This is an optimization exercise on Yosys and OpenROAD, whose aim is small area, a short achievable clock period and few clock cycles, not a production implementation. The RTL was checked by simulation tests, not by an equivalence proof against the original design. Power is estimated from default activity; no workload was simulated.

===== flow/config.mk =====
export PLATFORM = sky130hd
export DESIGN_NAME = compressorTop
export DESIGN_NICKNAME = compressorTop
export VERILOG_FILES = /design/flow/design.v
export SDC_FILE = /design/flow/constraint.sdc
export NUM_CORES = 4
export LEC_CHECK = 0
export CAP_MARGIN = 20
export CORE_MARGIN = 2
export CORE_UTILIZATION = 40
export SLEW_MARGIN = 20

===== flow/constraint.sdc =====
create_clock -name core_clock -period 12.0 [get_ports {clock}]
set_input_delay 2.4000 -clock core_clock [delete_from_list [all_inputs] [get_ports {clock}]]
set_output_delay 2.4000 -clock core_clock [all_outputs]
set_load 0.01 [all_outputs]

===== flow/design.v =====
module historyBuffer (
  input  logic            clock,
  input  logic            arstN,
  input  logic            wrEn,
  input  logic [8-1:0] wrAddr,
  input  logic [7:0]      wrData,
  input  logic [8-1:0] winAddr,
  input  logic [8-1:0] cmpAddrA,
  input  logic [8-1:0] cmpAddrB,
  output logic [2:0][7:0] winBytes,
  output logic [7:0]      cmpByteA,
  output logic [7:0]      cmpByteB
);
  logic [7:0] mem [256];  
  always_ff @(posedge clock) begin
    if (wrEn) begin
      mem[wrAddr] <= wrData;  
    end
  end
  assign winBytes[0] = mem[winAddr];
  assign winBytes[1] = mem[winAddr + (8)'(1)];
  assign winBytes[2] = mem[winAddr + (8)'(2)];
  assign cmpByteA = mem[cmpAddrA];  
  assign cmpByteB = mem[cmpAddrB];  
endmodule
module hashTable (
  input  logic            clock,
  input  logic            arstN,
  input  logic            clearAll,
  input  logic [2:0][7:0] window,
  input  logic            insert,
  input  logic [8-1:0] insertPos,
  output logic            hit,
  output logic [8-1:0] candidate
);
  localparam int TableSize = 1 << 8;
  logic [7:0]               mix;               
  logic [8-1:0] idx;               
  logic [8-1:0] posMem [TableSize];  
  logic [TableSize-1:0]     valid;             
  assign mix = window[0] ^ window[1] ^ window[2];
  assign idx = mix[8-1:0];
  assign hit       = valid[idx];
  assign candidate = posMem[idx];
  always_ff @(posedge clock or negedge arstN) begin
    if (!arstN) begin
      valid <= '0;
    end else if (clearAll) begin
      valid <= '0;               
    end else if (insert) begin
      valid[idx] <= 1'b1;
    end
  end
  always_ff @(posedge clock) begin
    if (insert) begin
      posMem[idx] <= insertPos;  
    end
  end
endmodule
module matchComparator (
  input  logic                  clock,
  input  logic                  arstN,
  input  logic                  start,
  input  logic [8-1:0] curPos,
  input  logic [8-1:0] candPos,
  input  logic [8:0] blockLen,  
  input  logic [7:0]            cmpByteA,
  input  logic [7:0]            cmpByteB,
  output logic [8-1:0] addrA,
  output logic [8-1:0] addrB,
  output logic                  busy,
  output logic                  finished,
  output logic [3:0] matchLen
);
  logic [3:0] count;     
  logic [8:0] curSum;    
  logic                  keepGoing;
  assign addrA  = curPos + (8)'(count);
  assign addrB  = candPos + (8)'(count);
  assign curSum = {1'b0, curPos} + {{(8-3){1'b0}}, count};
  assign keepGoing = busy && (cmpByteA == cmpByteB)
                     && (count < 4'(15))
                     && (curSum < blockLen);
  assign finished = busy && !keepGoing;  
  assign matchLen = count;
  always_ff @(posedge clock or negedge arstN) begin
    if (!arstN) begin
      busy  <= 1'b0;
      count <= '0;
    end else if (start) begin
      busy  <= 1'b1;
      count <= '0;          
    end else if (keepGoing) begin
      count <= count + 4'(1);
    end else if (busy) begin
      busy <= 1'b0;         
    end
  end
endmodule
module creditCounter (
  input  logic clock,
  input  logic arstN,
  input  logic spend,
  input  logic creditReturn,
  output logic haveCredit
);
  localparam int CntBits = $clog2(4 + 1);
  logic [CntBits-1:0] credits;  
  always_ff @(posedge clock or negedge arstN) begin
    if (!arstN) begin
      credits <= CntBits'(4);  
    end else begin
      case ({spend, creditReturn})
        2'b10:   credits <= credits - CntBits'(1);
        2'b01:   credits <= credits + CntBits'(1);
        default: credits <= credits;  
      endcase
    end
  end
  assign haveCredit = (credits != '0);
endmodule
module matchController (
  input  logic                  clock,
  input  logic                  arstN,
  input  logic                  inValid,
  input  logic [7:0]            inByte,
  input  logic                  inLast,
  input  logic [7:0]            curByte,  
  input  logic                  hit,
  input  logic [8-1:0] candidate,
  input  logic                  finished,
  input  logic [3:0] matchLen,
  input  logic                  haveCredit,
  output logic                  inReady,
  output logic                  wrEn,
  output logic [8-1:0] wrAddr,
  output logic [7:0]            wrData,
  output logic [8-1:0] curPos,
  output logic                  insert,
  output logic                  clearAll,
  output logic                  start,
  output logic [8-1:0] candPos,
  output logic [8:0] blockLen,
  output logic                  spend,
  output logic                  tokenValid,
  output logic                  tokenIsCopy,
  output logic [7:0]            tokenLiteral,
  output logic [8-1:0] tokenOffset,
  output logic [3:0] tokenLength,
  output logic                  blockDone
);
  typedef enum logic [2:0] {
    sIdle,     
    sLoad,     
    sLookup,   
    sCompare,  
    sEmit,     
    sAdvance,  
    sDone      
  } ctrlState_t;
  ctrlState_t            state;
  logic [8:0] lenCnt;    
  logic [8:0] nextPos;   
  logic                  accept;    
  logic                  lastByte;  
  logic                  canHash;   
  logic                  lastTok;
  assign accept   = inValid && inReady;
  assign lastByte = inLast || (lenCnt == (8+1)'(256 - 1));
  assign canHash  = ({1'b0, curPos} + (8+1)'(2)) < blockLen;
  assign nextPos  = {1'b0, curPos} + {{(8-3){1'b0}}, tokenLength};
  assign lastTok  = nextPos >= blockLen;
  assign blockLen = lenCnt;
  assign wrEn   = accept;
  assign wrAddr = lenCnt[8-1:0];
  assign wrData = inByte;
  always_comb begin
    inReady    = (state == sIdle) || (state == sLoad);
    clearAll   = (state == sIdle) && accept;         
    insert     = (state == sLookup) && canHash;      
    start      = (state == sLookup) && canHash && hit;
    tokenValid = (state == sEmit) && haveCredit;     
    spend      = tokenValid;
    blockDone  = (state == sDone);
  end
  always_ff @(posedge clock or negedge arstN) begin
    if (!arstN) begin
      state        <= sIdle;
      lenCnt       <= '0;
      curPos       <= '0;
      candPos      <= '0;
      tokenIsCopy  <= 1'b0;
      tokenLiteral <= '0;
      tokenOffset  <= '0;
      tokenLength  <= '0;
    end else begin
      case (state)
        sIdle, sLoad: begin
          if (accept) begin
            lenCnt <= lenCnt + (8+1)'(1);
            state  <= lastByte ? sLookup : sLoad;
          end
        end
        sLookup: begin
          candPos      <= candidate;   
          tokenIsCopy  <= 1'b0;        
          tokenLiteral <= curByte;
          tokenOffset  <= '0;
          tokenLength  <= 4'(1);
          state        <= (canHash && hit) ? sCompare : sEmit;
        end
        sCompare: begin
          if (finished) begin
            if (matchLen >= 4'(3)) begin
              tokenIsCopy  <= 1'b1;
              tokenLiteral <= '0;
              tokenOffset  <= curPos - candPos;
              tokenLength  <= matchLen;
            end
            state <= sEmit;
          end
        end
        sEmit: begin
          if (haveCredit) begin    
            if (lastTok) begin
              curPos <= '0;        
              state  <= sDone;
            end else begin
              state <= sAdvance;
            end
          end
        end
        sAdvance: begin
          curPos <= nextPos[8-1:0];
          state  <= sLookup;
        end
        sDone: begin
          lenCnt <= '0;
          state  <= sIdle;
        end
        default: state <= sIdle;
      endcase
    end
  end
endmodule
module compressorTop (
  input  logic       clock,
  input  logic       arstN,
  input  logic       inValid,
  input  logic [7:0] inByte,
  input  logic       inLast,
  output logic       inReady,
  output logic       tokenValid,
  output logic       tokenIsCopy,
  output logic [7:0] tokenLiteral,
  output logic [8-1:0] tokenOffset,
  output logic [3:0] tokenLength,
  input  logic       creditReturn,
  output logic       blockDone
);
  logic                  wrEn;
  logic [8-1:0] wrAddr;
  logic [7:0]            wrData;
  logic [8-1:0] curPos;
  logic [8-1:0] candPos;
  logic [8-1:0] addrA;
  logic [8-1:0] addrB;
  logic [2:0][7:0]       winBytes;   
  logic [7:0]            cmpByteA;
  logic [7:0]            cmpByteB;
  logic                  clearAll;
  logic                  insert;
  logic                  hit;
  logic [8-1:0] candidate;
  logic                  start;
  logic                  finished;
  logic [3:0] matchLen;
  logic [8:0] blockLen;
  logic                  spend;
  logic                  haveCredit;
  historyBuffer i_historyBuffer (
    .clock    (clock),
    .arstN    (arstN),
    .wrEn     (wrEn),
    .wrAddr   (wrAddr),
    .wrData   (wrData),
    .winAddr  (curPos),
    .cmpAddrA (addrA),
    .cmpAddrB (addrB),
    .winBytes (winBytes),
    .cmpByteA (cmpByteA),
    .cmpByteB (cmpByteB)
  );
  hashTable i_hashTable (
    .clock     (clock),
    .arstN     (arstN),
    .clearAll  (clearAll),
    .window    (winBytes),
    .insert    (insert),
    .insertPos (curPos),
    .hit       (hit),
    .candidate (candidate)
  );
  matchComparator i_matchComparator (
    .clock    (clock),
    .arstN    (arstN),
    .start    (start),
    .curPos   (curPos),
    .candPos  (candPos),
    .blockLen (blockLen),
    .cmpByteA (cmpByteA),
    .cmpByteB (cmpByteB),
    .addrA    (addrA),
    .addrB    (addrB),
    .busy     (),
    .finished (finished),
    .matchLen (matchLen)
  );
  creditCounter i_creditCounter (
    .clock        (clock),
    .arstN        (arstN),
    .spend        (spend),
    .creditReturn (creditReturn),
    .haveCredit   (haveCredit)
  );
  matchController i_matchController (
    .clock        (clock),
    .arstN        (arstN),
    .inValid      (inValid),
    .inByte       (inByte),
    .inLast       (inLast),
    .curByte      (winBytes[0]),
    .hit          (hit),
    .candidate    (candidate),
    .finished     (finished),
    .matchLen     (matchLen),
    .haveCredit   (haveCredit),
    .inReady      (inReady),
    .wrEn         (wrEn),
    .wrAddr       (wrAddr),
    .wrData       (wrData),
    .curPos       (curPos),
    .insert       (insert),
    .clearAll     (clearAll),
    .start        (start),
    .candPos      (candPos),
    .blockLen     (blockLen),
    .spend        (spend),
    .tokenValid   (tokenValid),
    .tokenIsCopy  (tokenIsCopy),
    .tokenLiteral (tokenLiteral),
    .tokenOffset  (tokenOffset),
    .tokenLength  (tokenLength),
    .blockDone    (blockDone)
  );
endmodule

===== flow/run.sh =====
#!/bin/bash
# synth_recipe.tcl (not shown) runs the flow's synth.tcl, then flattens the netlist and writes it again
# the make line also repeats each setting of config.mk as NAME=value (left out here)
make -C /OpenROAD-flow-scripts/flow DESIGN_CONFIG=/design/flow/config.mk WORK_HOME=/design/flow/orfs CLKGATE_MAP_FILE= SYNTH_SCRIPT=/design/flow/synth_recipe.tcl finish

==> impl_metrics.env <==
export IMPL_async_reset_ff_share_pct=7.10
export IMPL_clkLatencyLatePin_ps=1120
export IMPL_cts_root_buf="clkbuf_16"
export IMPL_endpoint_kind="flop"
export IMPL_overflow=0
export IMPL_crit_type="reg2reg"
export IMPL_drc_errors=0
export IMPL_wl_um=903000
export IMPL_hpwlAfterDp_um=586000
export IMPL_dp_slack_ps=2210
export IMPL_syn_area_mm2=0.240
export IMPL_fin_nets=12900
export IMPL_skew_ps=116
export IMPL_synth_top_family_by_area="multiplexers"
export IMPL_dp_cells=20300
export IMPL_layoutNonFillerInstCount=21300
export IMPL_cts_buffers=466
export IMPL_synth_edf_count=4096
export IMPL_maxCapViolations=0
export IMPL_synth_fa_ha_area_share_pct=0.318
export IMPL_hold_violations=0
export IMPL_swShare_pct=20.9
export IMPL_postCtsSetupRepairBufs=0
export IMPL_core_area_mm2=0.598
export IMPL_critPathMaxFanout=54
export IMPL_min_delay_path_class="reg2reg"
export IMPL_power_frac_seq_pct=52.2
export IMPL_max_slew_margin_pct=6.89
export IMPL_p_int_uw=25300
export IMPL_first_iter_violations=24600
export IMPL_viasPerCell=7.12
export IMPL_clk_pin_slew_ps=70
export IMPL_num_vias=151000
export IMPL_seq_area_frac_synth_pct=54.5
export IMPL_routedWlPerCell_um=42.5
export IMPL_ant_nets=0
export IMPL_ys_flop_type="edfxtp_1"
export IMPL_status="timing/DRC/antenna clean"
export IMPL_synth_fp_nets=12900
export IMPL_synthCells=12900
export IMPL_pwr_share_comb_pct=0.5
export IMPL_hold_start="i_hashTable.valid[211]"
export IMPL_synth_cell_types=101
export IMPL_grt_pass1_vias=145000
export IMPL_rsz0062_at_grt="false"
export IMPL_reg2reg_from="i_matchController.curPos[3]"
export IMPL_p_clk_share_pct=47.3
export IMPL_cts_tree="done"
export IMPL_fin_hold_ws_ps=492
export IMPL_clockBufferDepth=4
export IMPL_arrival_ps=10970
export IMPL_synth_area_leader_cell="edfxtp_1"
export IMPL_cp_startpoint="i_matchController.curPos[3]"
export IMPL_switchingPower_uw=6680
export IMPL_first_pass_iters=7
export IMPL_initial_core_util_pct=40.2
export IMPL_p_leak_uw=0.0745
export IMPL_worst_ep_required_time_ps=12950
export IMPL_cts_sinks=4409
export IMPL_syn_to_final_growth_pct=11.2
export IMPL_gp_congestion=1.01
export IMPL_critPathLaunchType="flop"
export IMPL_fp_row_count=284
export IMPL_drive_gt1_share_pct=39.5
export IMPL_hold_buffers=0
export IMPL_fmax_mhz=99.8
export IMPL_worst_slew_pin_slew_ps=1390
export IMPL_period_share_pct=83.5
export IMPL_die_w_um=779
export IMPL_num_io_pins=37
export IMPL_portBuffers=36
export IMPL_synth_area_leaders="edfxtp_1, mux4_2, dfrtp_1"
export IMPL_cellPowerDensity_mw_per_mm2=120
export IMPL_antenna_found_initial=57
export IMPL_htreeDepth=5
export IMPL_track_usage_pct=29.2
export IMPL_avgSynthCellArea_um2=18.7
export IMPL_synthMuxAreaShare_pct=35.9
export IMPL_ys_warn_count=5
export IMPL_ir_drop_mv=0.141
export IMPL_synth_compound_area_share_pct=3.03
export IMPL_die_height_um=779
export IMPL_grt_first_pass_wirelength_um=1240000
export IMPL_synth_top_area_share_pct=51.2
export IMPL_setup_ws_ps=1980
export IMPL_grt_max_degree=180
export IMPL_synth_seq_cells=4409
export IMPL_synthXorXnorAreaFrac_pct=0.343
export IMPL_setup_viol=0
export IMPL_finalCriticalPeriod_ps=10020
export IMPL_die_area_mm2=0.607
export IMPL_slew_violations=0
export IMPL_fin_util_pct=44.7
export IMPL_synth_simple_area_share_pct=3.33
export IMPL_post_cts_resized=0
export IMPL_setup_tns_ps=0
==> state kept, by name, indices dropped and copies added (netlist names), 8 cells and up <==
register	flops
i_hashTable.posMem	2048
i_hashTable.valid	256
i_historyBuffer.mem	2048
i_matchController.candPos	8
i_matchController.curPos	8
i_matchController.lenCnt	9
i_matchController.tokenLiteral	8
i_matchController.tokenOffset	8
==> cells in the final DEF, fill, tap and decap left out, types with 22 or more instances in the layout <==
cell and count:
clkbuf_16 469, a22o_1 39, nand3_1 194, diode_2 65
xnor2_1 23, a211oi_1 31, clkinv_1 91, nor2_2 155
clkbuf_1 79, buf_4 509, a21o_1 27, dfrtp_1 304
nor2b_1 24, inv_1 44, mux2i_1 586, o22ai_1 49
a221oi_1 31, ha_1 49, a31oi_1 52, nor3_1 50
edfxtp_1 4096, clkinvlp_4 33, buf_12 76, and2_1 27
o21ai_0 59, bufinv_16 60, mux2_2 24, nor2_1 772
o221ai_1 27, nand2b_1 22, a21oi_1 336, mux4_2 3553
nand2_1 395, clkinv_2 92, nand4_1 40, a22oi_1 245
clkdlybuf4s50_1 27, a311oi_1 23, and3_1 31
==> cell families after synthesis <==
kind of cell,after synthesis
AOI/OAI and AO/OA,1078
xor gates and xnor gates,75
adders and majority gates,58
buffers and inverters,1231
DFF,4409
muxes,4173
and+or+nand+nor,1844
==> area by class of cell <==
class,instances,area [um2]
repair buffers,625,5790
multi-input cells,7228,104000
well taps,8008,10000
flip-flops and latches,4409,131000
fillers,50600,331000
inverters,57,231
diodes,65,163
clock buffers,560,12200
clock inverters,316,3570
==> through the flow <==
| step | total power, uW | area (um2) |
|---|---|---|
| 2_1_floorplan | 17000 | 240000 |
| 3_3_place_gp | 17200 | 251000 |
| 3_5_place_dp | 17200 | 251000 |
| 4_1_cts | 32000 | 267000 |
| 5_1_grt | 32600 | 267000 |
| 6_report | 31900 | 267000 |
==> layer usage <==
metal	global-route usage (%)	share of wire, %	up-vias	routed length [um]
li1	-	-	55900	-
met3	11.2	14	2299	126000
met4	14.4	6.2	48	56200
met2	42.2	44	11900	393000
met5	2.11	0.15	-	1340
met1	38.6	36	81300	325000
==> critical path: stages, from the launching register on <==
cell      delay [ps]
dfrtp_4          690
buf_12           510
nand4_1          430
xnor2_4          380
buf_12           280
nor2_1          1030
buf_4            370
a22oi_1          140
o211ai_1         570
nand3_1          720
a311oi_1         530
xnor3_2          610
clkinv_1         710
nor2_4          1030
nand2_1          330
o311a_1          420
nor4b_1          140
a21oi_1          660
o31ai_1          140
==> Yosys cell counts, drive strengths merged, types with 27 or more instances <==
cell,number
a22o,39
o21ai,66
mux2i,594
nand2,416
a221oi,31
ha,53
a21oi,339
and2,34
a31oi,54
o22ai,50
dfrtp,312
nor2b,28
edfxtp,4096
nand3,211
nor3,66
a22oi,245
xnor2,50
nand4,40
clkbuf,400
buf,774
nor2,939
a21o,27
a211oi,31
and3,31
inv,52
o221ai,27
mux4,3555
==> power by group through the flow <==
stage | sequential [uW] | combinational, uW | clock, uW
final | 16700 | 162 | 15100
after global routing | 16700 | 176 | 15800
after CTS | 16700 | 160 | 15200
after detailed placement | 17000 | 161 | 0
after global placement | 17000 | 155 | 0
after floorplan | 17000 | 11.9 | 0
==> path summary, 6_finish.rpt <==
path | depth (start not counted) | end | slack [ps]
worst min register to register | 2 | i_hashTable.valid[211] | 490
worst max-delay path | 18 | i_matchController.candPos[7] | 1980
min in group asynchronous | 1 | i_matchController.candPos[4] | 1260
worst min-delay path | 2 | i_hashTable.valid[211] | 490
max in group asynchronous | 3 | i_hashTable.valid[37] | 8460
worst max register to register | 18 | i_matchController.candPos[7] | 1980
Testbench counts, summed over its fixed seeds: cycles 82,767.

-- separate check: timing with driven ports --
The flow's constraints put no driver on any port. The routed layout listed below was extracted and timed again, unchanged, in two steps. Step 1 sets driving cells, clkbuf_16 on the clock port and buf_2 on the other inputs (assumed; they add their load-dependent delay and slew). Step 2 times the ports against the registers' clock, not the clock port: input delays grow and output delays shrink by t, the midpoint of the rising clock arrivals with the driver on. a / b / c = ideal / step 1 / step 2; a / b = the first two.
t (ns): 1.191
setup WS [ns]: 1.981 / 1.981 / 1.981
worst setup path after step 2: register to register
clock arrival spread, ns: 0.117 / 0.116
worst data-port slew with drivers (ns): 0.14
After both steps setup and hold are still met in this run. The setup slack of this run moves by 0.000 ns with the drivers and by 0.000 ns with both steps.
